This is an optimization exercise on Yosys and OpenROAD, whose aim is small area, a short achievable clock period and few clock cycles per item, not a production implementation.
Where RTL was checked, it was by simulation tests only, not by an equivalence proof against the original.
Power figures rest on the tool's default switching activity, not on a simulated workload.

==> inputs of indigo <==
// core_load_balance_decider
module core_load_balance_decider #(
  parameter int NUM_CORES      = NUM_CORES_DEF,
  parameter int THREAD_ID_BITS = THREAD_ID_BITS_DEF
) (
  input  logic                  clk,
  input  logic                  rst_n,
  input  logic                  in_push,
  output logic                  in_full,
  input  logic [KIND_W-1:0]     in_kind,
  input  logic [CORE_W-1:0]     in_core_index,
  input  logic [COUNT_W-1:0]    in_idle_count,
  input  logic [TID_W-1:0]      in_thread_id,
  input  logic [COUNT_W-1:0]    in_run_count,
  input  logic                  in_excluded,
  output logic                  out_empty,
  input  logic                  out_pop,
  output logic                  out_report_kind,
  output logic                  out_balance_needed,
  output logic [CORE_W-1:0]     out_busy_core,
  output logic [CORE_W-1:0]     out_idle_core,
  output logic                  out_migrate,
  output logic [TID_W-1:0]      out_chosen_thread,
  input  logic                  cfg_wr_en,
  input  logic [CFG_IDX_W-1:0]  cfg_index,
  input  logic [CFG_DATA_W-1:0] cfg_wdata
);
Settings: LEC_CHECK=0, ABC_AREA=1, CAP_MARGIN=20, CORE_MARGIN=2, CORE_UTILIZATION=50, PLACE_DENSITY=0.65, SETUP_SLACK_MARGIN=2.5, SLEW_MARGIN=20; clock period 6.0 ns.
run.sh (not shown) runs the stock make flow with config.mk's settings and CLKGATE_MAP_FILE= SYNTH_SCRIPT=/design/flow/synth_recipe.tcl, a recipe that flattens the netlist after the stock synthesis.
==> inputs of willow, as changes to indigo <==
Settings changed: SETUP_SLACK_MARGIN 2.5 to 2.7.
==> inputs of lagoon, as changes to indigo <==
Settings changed: CAP_MARGIN 20 to 5, SLEW_MARGIN 20 to 5.
==> summary.txt <==
In sequential power, lagoon and willow hardly differ. In willow the first-iteration DRC count is higher than in lagoon, by 2.3%. In critical path depth, indigo and lagoon do not differ. In die area, lagoon and willow do not differ.
==> figures <==
item                                                                    lagoon               indigo            willow
Status                                                timing/DRC/antenna clean  timing/DRC/antenna clean  timing/DRC/antenna clean
Maximum cell stage delay along the critical path                       0.40 ns              0.40 ns           0.42 ns
Worst reg2reg path endpoint                                st_r[5][22]$_DFF_P_  st_r[5][22]$_DFF_P_  p1_d[29]$_DFF_P_
Worst hold slack                                                      0.317 ns             0.317 ns          0.320 ns
Count of TritonRoute iterations in the first routing pass                    8                    6                 8
Time the worst path needs with I/O delays and setup                    3.49 ns              3.50 ns           3.31 ns
Final clock period utilization by the worst path                         58.2%                58.3%             55.2%
Inverter count                                                           1,076                1,076             1,077
Power attributed to combinational cells                                14.1 mW              14.1 mW           15.2 mW
Fraction of area in multi-input gates                                    39.6%                39.6%             39.8%
Testbench counts of indigo, summed over its fixed seeds: cycles 4,640, items 4,345.
Testbench counts of willow, summed over its fixed seeds: cycles 4,640, items 4,345.
Testbench counts of lagoon, summed over its fixed seeds: cycles 4,640, items 4,345.

* * *

==> job 8058 <==
core_load_balance_decider, a different RTL version from the one above (not shown whole).
Settings: LEC_CHECK=0, CAP_MARGIN=20, CORE_MARGIN=2, CORE_UTILIZATION=40, SLEW_MARGIN=20; clock period 6.0 ns.
==> inputs of job 5672, as changes to job 8058 <==
--- a/flow/design.v
+++ b/flow/design.v
@@ -175,20 +175,21 @@
   assign is_end  = ir_v && ir_end;
   logic [COUNT_W-1:0] old_v;
   logic [31:0]        xm1_hi;
   logic [31:0]        d_lo;
   logic               brw;
-  logic               big;
+  logic               ne0, ne1;
   always_comb begin
     old_v = '0;
     for (int i = 0; i < NC; i++) begin
       old_v = old_v | ({COUNT_W{ir_oh[i] && lv_r[i]}} & last_r[i]);
     end
   end
   assign xm1_hi = ir_x[63:32] - 32'd1;
   assign {brw, d_lo} = {1'b0, ir_x[31:0]} - {1'b0, old_v[31:0]};
-  assign big = brw ? (xm1_hi != old_v[63:32]) : (ir_x[63:32] != old_v[63:32]);
+  assign ne0 = ir_x[63:32] != old_v[63:32];
+  assign ne1 = xm1_hi != old_v[63:32];
   always_ff @(posedge clk) begin
     if (!rst_n) begin
       lv_r <= '0;
     end else if (is_smp) begin
       lv_r <= lv_r | ir_oh;
@@ -199,11 +200,11 @@
       if (is_smp && ir_oh[i]) begin
         last_r[i] <= ir_x;
       end
     end
   end
-  logic          p1_v, p1_e, p1_big;
+  logic          p1_v, p1_e, p1_brw, p1_ne0, p1_ne1, p1_big;
   logic [2:0]    p1_c;
   logic [31:0]   p1_d;
   always_ff @(posedge clk) begin
     if (!rst_n) begin
       p1_v <= 1'b0;
@@ -212,21 +213,24 @@
     end
   end
   always_ff @(posedge clk) begin
     p1_e   <= ir_ev;
     p1_c   <= ir_c;
-    p1_big <= big;
+    p1_brw <= brw;
+    p1_ne0 <= ne0;
+    p1_ne1 <= ne1;
     p1_d   <= d_lo;
   end
   logic [38:0] n6;
   logic [39:0] t6;
   logic        q6;
   logic        g6;
   assign n6 = {1'b0, p1_d, 6'd0} + {2'b0, p1_d, 5'd0} + {5'b0, p1_d, 2'd0};
   assign t6 = {2'b0, p1_d, 6'd0} + {3'b0, p1_d, 5'd0} + {6'b0, p1_d, 2'd0} -
               {2'b0, cfg_iv_r, 6'd0};
   assign q6 = !t6[39];
+  assign p1_big = p1_brw ? p1_ne1 : p1_ne0;
   assign g6 = p1_big || (p1_d >= cfg_iv_r);
   logic          st_v [2:7];
   logic          st_e [2:8];
   logic [2:0]    st_c [2:8];
   logic          st_g [2:8];
@@ -278,64 +282,101 @@
         assign st_r[k] = '0;
         assign st_q[k] = {st_q[k-1][5:0], qb};
       end
     end
   endgenerate
+  logic          w_v, w_e;
+  logic [2:0]    w_c;
+  logic [PCT_W-1:0] w_u;
+  always_ff @(posedge clk) begin
+    if (!rst_n) begin
+      w_v <= 1'b0;
+    end else begin
+      w_v <= st_v[7];
+    end
+  end
+  always_ff @(posedge clk) begin
+    w_e <= st_e[7];
+    w_c <= st_c[8];
+    w_u <= st_g[8] ? PCT_FULL : st_q[8];
+  end
   logic f_smp, f_ev;
-  assign f_smp = st_v[7] && !st_e[7];
-  assign f_ev  = st_v[7] && st_e[7];
+  assign f_smp = w_v && !w_e && cfg_iv_r != '0;
+  assign f_ev  = w_v && w_e;
+  logic [NC-1:0] lt_r [NC];
+  logic [NC-1:0] w_lt, w_gt;         
+  always_comb begin
+    for (int j = 0; j < NC; j++) begin
+      w_lt[j] = w_u < u_r[j];
+      w_gt[j] = u_r[j] < w_u;
+    end
+  end
   always_ff @(posedge clk) begin
     if (!rst_n) begin
       for (int i = 0; i < NC; i++) begin
-        u_r[i] <= PCT_FULL;
+        u_r[i]  <= PCT_FULL;
+        lt_r[i] <= '0;
+      end
+    end else if (f_smp) begin
+      u_r[w_c] <= w_u;
+      for (int i = 0; i < NC; i++) begin
+        for (int j = 0; j < NC; j++) begin
+          if (i != j && w_c == 3'(i)) begin
+            lt_r[i][j] <= w_lt[j];
+          end else if (i != j && w_c == 3'(j)) begin
+            lt_r[i][j] <= w_gt[i];
+          end
+        end
       end
-    end else if (f_smp && cfg_iv_r != '0) begin
-      u_r[st_c[8]] <= st_g[8] ? PCT_FULL : st_q[8];
     end
   end
-  logic [3:0]    n_act;
-  logic [NC-1:0] act;
-  logic [NC-1:0] wb, wi;            
-  logic [NC-1:0] hb, li;            
+  logic [3:0]     n_act;
+  logic [NC-1:0]  act;
+  logic [NC-1:0]  wb, wi;            
+  logic [PCT_W-1:0] ub, ui;          
   logic [PCT_W:0] thr_b, thr_i;
-  logic          b_ok, i_ok, need;
-  logic [2:0]    bsel, isel;
+  logic           b_ok, i_ok, need;
+  logic [2:0]     bsel, isel;
   assign n_act = (cfg_act_r > 4'd8) ? 4'd8 : cfg_act_r;
   assign thr_b = {1'b0, PCT_FULL} - {1'b0, cfg_hi_r};    
   assign thr_i = {1'b0, PCT_FULL} - {1'b0, cfg_lo_r};    
   always_comb begin
     for (int i = 0; i < NC; i++) begin
       act[i] = 4'(i) < n_act;
       wb[i]  = act[i];
       wi[i]  = act[i];
       for (int j = 0; j < NC; j++) begin
         if (j < i) begin
-          wb[i] = wb[i] && (u_r[i] < u_r[j]);
-          wi[i] = wi[i] && (u_r[i] > u_r[j]);
+          wb[i] = wb[i] && lt_r[i][j];
+          wi[i] = wi[i] && lt_r[j][i];
         end else if (j > i) begin
-          wb[i] = wb[i] && (!act[j] || u_r[i] <= u_r[j]);
-          wi[i] = wi[i] && (!act[j] || u_r[i] >= u_r[j]);
+          wb[i] = wb[i] && (!act[j] || !lt_r[j][i]);
+          wi[i] = wi[i] && (!act[j] || !lt_r[i][j]);
         end
       end
-      hb[i] = !thr_b[PCT_W] && ({1'b0, u_r[i]} <= thr_b);
-      li[i] = thr_i[PCT_W] || ({1'b0, u_r[i]} >= thr_i);
     end
   end
   always_comb begin
     b_ok = 1'b0;
     i_ok = 1'b0;
-    for (int i = 0; i < NC; i++) begin
-      b_ok = b_ok || (act[i] && u_r[i] != PCT_FULL);
-      i_ok = i_ok || (act[i] && u_r[i] != 7'd0);
-    end
     bsel = '0;
     isel = '0;
+    ub   = '0;
+    ui   = '0;
     for (int i = 0; i < NC; i++) begin
-      bsel = bsel | ({3{wb[i] && b_ok}} & 3'(i));
-      isel = isel | ({3{wi[i] && i_ok}} & 3'(i));
-    end
-    need = b_ok && i_ok && (bsel != isel) && |(wb & hb) && |(wi & li);
+      b_ok = b_ok || (act[i] && u_r[i] != PCT_FULL);
+      i_ok = i_ok || (act[i] && u_r[i] != 7'd0);
+      bsel = bsel | ({3{wb[i]}} & 3'(i));
+      isel = isel | ({3{wi[i]}} & 3'(i));
+      ub   = ub | ({PCT_W{wb[i]}} & u_r[i]);
+      ui   = ui | ({PCT_W{wi[i]}} & u_r[i]);
+    end
+    if (!b_ok) bsel = '0;
+    if (!i_ok) isel = '0;
+    need = b_ok && i_ok && (bsel != isel) &&
+           !thr_b[PCT_W] && ({1'b0, ub} <= thr_b) &&
+           (thr_i[PCT_W] || ({1'b0, ui} >= thr_i));
   end
   logic out_can, push_ev, push_evr, end_ex, push_end;
   assign out_can  = !ov_r || out_pop;
   assign push_ev  = f_ev && out_can;
   assign push_evr = evrp_r && out_can;
SETUP_SLACK_MARGIN = 2.0   (was default)
==> summary.txt <==
Job 5672 completed without violations. Job 8058 went through all stages and came out clean. Against job 5672, the hold slack of job 8058 is higher by 29 ps. Of job 8058 and job 5672, job 5672 has the higher register-to-register slack (gap 1400 ps). Of job 8058 and job 5672, job 5672 has the higher utilization (gap 1.8 points). Against job 8058, the via count of job 5672 is smaller by about 2.5%. Between job 5672 and job 8058, the lower maximum frequency is in job 8058 (gap 35%, measured against job 8058). Against job 5672, the critical path depth of job 8058 is higher by 2. In job 5672 the cell count is smaller than in job 8058, by 1.9%. Against job 8058, the synthesized cell count of job 5672 is smaller by 4.2%.
No functional check of the RTL was part of any run of this note.

## afterwards: timing with drivers on the ports
The results above use ideal ports. As a check the final layouts listed here were re-extracted and re-timed, cells and wires unchanged. Step 1 assumes that a clkbuf_16 drives the clock port and a buf_2 every other input. Step 2 adds t to the input delays and takes it off the output delays; t is the mean of the earliest and latest rising clock arrival at the registers after step 1. Input paths then give back, and output paths get back, about the clock's delay inside the block. Three values: ideal, step 1, step 2; two values: the first two.
run | t (ns) | slack for setup (ns) | worst register clock-pin slew, ns | cell pins on the clock port's net
indigo | 0.857 | 2.502 / 2.502 / 2.171 | 0.07 / 0.07 | 1
willow | 0.859 | 2.686 / 2.686 / 2.141 | 0.07 / 0.07 | 1
lagoon | 0.857 | 2.508 / 2.508 / 2.165 | 0.07 / 0.07 | 1
job 8058 | 0.857 | 0.447 / 0.447 / 0.447 | 0.07 / 0.07 | 1
job 5672 | 0.871 | 1.890 / 1.890 / 1.890 | 0.06 / 0.06 | 1
After both steps every run listed still meets setup and hold. The setup slack of willow, which loses most, moves by 0.000 ns with the drivers and by -0.545 ns with both steps.
